This is an optimization exercise on Yosys and OpenROAD, whose aim is small area, a short achievable clock period and few clock cycles per item, not a production implementation.
At most, simulation tests tie the RTL to the original design; equivalence was not proved.
Power is estimated from default activity; no workload was simulated.

Design projection_char_segmenter, start of the top module:
module projection_char_segmenter #(
    parameter int MAX_WIDTH  = pcs_pkg::MAX_WIDTH_DEF,
    parameter int MAX_HEIGHT = pcs_pkg::MAX_HEIGHT_DEF,
    parameter int NUM_CHARS  = pcs_pkg::NUM_CHARS_DEF
) (
    input  logic                                aclk,
    input  logic                                aresetn,
    input  logic                                s_valid,
    output logic                                s_ready,
    input  logic [pcs_pkg::PIXEL_W-1:0]         s_pixel,
    output logic                                m_valid,
    input  logic                                m_ready,
    output logic [pcs_pkg::CHAR_INDEX_W-1:0]    m_char_index,
    output logic [pcs_pkg::LEFT_W-1:0]          m_left,
    output logic [pcs_pkg::TOP_W-1:0]           m_top,
    output logic [pcs_pkg::BOX_WIDTH_W-1:0]     m_box_width,
    output logic [pcs_pkg::BOX_HEIGHT_W-1:0]    m_box_height,
    output logic                                m_last,
  ...
Size: roughly 2,600 cells after synthesis, roughly 0.041 mm2 of cells after synthesis.
Settings: LEC_CHECK=0, CAP_MARGIN=20, CORE_MARGIN=2, CORE_UTILIZATION=65, CTS_CLUSTER_DIAMETER=80, CTS_CLUSTER_SIZE=24, PLACE_DENSITY=0.72, SETUP_SLACK_MARGIN=4.5, SLEW_MARGIN=20, TNS_END_PERCENT=100; clock period 7.0 ns.
run.sh (not shown) runs the stock make flow with config.mk's settings and CLKGATE_MAP_FILE= SYNTH_SCRIPT=/design/flow/synth_recipe.tcl, a recipe that flattens the netlist after the stock synthesis.
The starting point went through all stages and came out clean.
Testbench counts at the start, summed over its fixed seeds: cycles 349,737, images 160.
Change:
--- a/flow/design.v
+++ b/flow/design.v
@@ -151,24 +151,28 @@
     );
     logic [1:0] sc_reg;
     logic [7:0] sx_reg;       
     logic       inside_reg;
     logic [2:0] k_reg;        
     logic [7:0] cur_left;
     logic       pend_reg;     
     logic       m_valid_reg;
     logic [2:0] m_idx_reg;
     logic [7:0] m_left_reg;
     logic [7:0] m_width_reg;
     logic       m_last_reg;
+    logic [2:0] m_idx_hold;
+    logic [7:0] m_left_hold;
+    logic [7:0] m_width_hold;
+    logic       m_last_hold;
     logic       img_end;      
     logic       s_al;
     logic       rise;
     logic       fall;
     logic       adv;
     logic       scan_end;
     logic       load;
     logic [7:0] load_left;
     logic [7:0] load_width;
     logic       tail_end;
     logic       mv_next;
     logic       spend_next;
@@ -236,28 +240,44 @@
                     sc_reg <= (fall && (k_reg == 3'd6)) ? SC_IDLE : SC_TAIL;
                 end else if (tail_end) begin
                     sc_reg <= SC_IDLE;
                 end
             end
         end
     end
     always_ff @(posedge aclk) begin
         if (adv && rise) begin
             cur_left <= sx_reg;
         end
         if (load) begin
+            m_idx_hold   <= k_reg;
+            m_left_hold  <= load_left;
+            m_width_hold <= load_width;
+            m_last_hold  <= (k_reg == 3'd6);
+        end
+        if (load) begin
             m_idx_reg   <= k_reg;
             m_left_reg  <= load_left;
             m_width_reg <= load_width;
             m_last_reg  <= (k_reg == 3'd6);
+        end else if (m_valid_reg) begin
+            m_idx_reg   <= m_idx_hold;
+            m_left_reg  <= m_left_hold;
+            m_width_reg <= m_width_hold;
+            m_last_reg  <= m_last_hold;
+        end else begin
+            m_idx_reg   <= '0;
+            m_left_reg  <= '0;
+            m_width_reg <= '0;
+            m_last_reg  <= 1'b0;
         end
     end
     assign m_valid      = m_valid_reg;
     assign m_char_index = m_idx_reg;
     assign m_left       = m_left_reg;
     assign m_box_width  = {1'b0, m_width_reg};
     assign m_last       = m_last_reg;
     localparam int QD  = 4;
     logic           s_ready_reg;
     logic           acc;
     logic [QD-1:0]  q_reg;        
     logic [QD-1:0]  qt_reg;       
@@ -382,53 +402,63 @@
     assign row_sum  = (rowstart_q ? 9'd0 : racc_reg) + 9'(fg_q);
     assign img_end  = use_q && lastrow_q && rowend_q;
     always_comb begin
         if (!use_q) begin
             ring_din = head;
         end else if (lastrow_q) begin
             ring_din = {4'd0, (col_sum > 7'(ct_reg)), (col_sum < 7'(ct_reg))};
         end else begin
             ring_din = col_sum[5:0];
         end
     end
     logic rv_q;      
-    logic rgt_q;
-    logic rlt_q;
+    logic [8:0] rsum_q;
     logic rhalf_q;
     logic rfirst_q;
     logic rlast_q;
     always_ff @(posedge aclk) begin
         if (!aresetn) begin
             rv_q <= 1'b0;
         end else begin
             rv_q <= use_q && rowend_q;
         end
         if (use_q) begin
             racc_reg <= row_sum;
         end
-        rgt_q    <= row_sum > rt_reg;
-        rlt_q    <= row_sum < rt_reg;
+        rsum_q   <= row_sum;
         rhalf_q  <= inhalf_q;
         rfirst_q <= row0_q;
         rlast_q  <= lastrow_q;
     end
     logic [5:0] top_acc;
     logic [6:0] band_acc;
     logic [5:0] top_sum;
     logic [6:0] band_sum;
     logic [5:0] m_top_reg;
     logic [6:0] m_band_reg;
-    assign top_sum  = (rfirst_q ? 6'd0 : top_acc) + 6'(rhalf_q && rlt_q);
-    assign band_sum = (rfirst_q ? 7'd0 : band_acc) + 7'(rgt_q);
+    logic [5:0] m_top_hold;
+    logic [6:0] m_band_hold;
+    logic       rend;
+    assign top_sum  = (rfirst_q ? 6'd0 : top_acc) + 6'(rhalf_q && (rsum_q < rt_reg));
+    assign band_sum = (rfirst_q ? 7'd0 : band_acc) + 7'(rsum_q > rt_reg);
+    assign rend     = rv_q && rlast_q;
     always_ff @(posedge aclk) begin
         if (rv_q) begin
             top_acc  <= top_sum;
             band_acc <= band_sum;
-            if (rlast_q) begin
-                m_top_reg  <= top_sum;
-                m_band_reg <= band_sum;
-            end
+        end
+        if (rend) begin
+            m_top_hold  <= top_sum;
+            m_band_hold <= band_sum;
+            m_top_reg   <= top_sum;
+            m_band_reg  <= band_sum;
+        end else if (pend_reg) begin
+            m_top_reg   <= m_top_hold;
+            m_band_reg  <= m_band_hold;
+        end else begin
+            m_top_reg   <= '0;
+            m_band_reg  <= '0;
         end
     end
     assign m_top        = {1'b0, m_top_reg};
     assign m_box_height = m_band_reg;
 endmodule
=> Die area rose by a few percent. Clock skew is higher by 0.0042 ns. Synthesized cell count rises by a few percent. Combinational power shrinks by roughly a tenth. Count of clock-buffer cells in the layout came out lower by 1. Global-route usage came out higher by 2.9 points. Design area rose by a few percent. Worst setup slack loses 0.18 ns.
No functional check of the RTL was part of the second run of this note.

==> what the ideal ports hide <==
The results above use ideal ports. As a check the final layouts listed here were re-extracted and re-timed, cells and wires unchanged.
Step 1 sets driving cells, clkbuf_16 on the clock port and buf_2 on the other inputs (assumed; they add their load-dependent delay and slew).
Step 2 times the ports against the registers' clock, not the clock port: input delays grow and output delays shrink by t, the midpoint of the rising clock arrivals with the driver on.
Three values: ideal, step 1, step 2; two values: the first two.
run | shift t [ns] | setup slack, ns | slew at the worst register clock pin (ns) | pins driven straight from the clock port
the first run | 0.691 | 4.406 / 4.350 / 3.888 | 0.10 / 0.10 | 1
the second run | 0.703 | 4.226 / 4.226 / 3.941 | 0.10 / 0.10 | 1
After both steps every run listed still meets setup and hold. For the first run, which loses most, drivers alone change the setup slack by -0.056 ns; drivers and shift together by -0.518 ns.
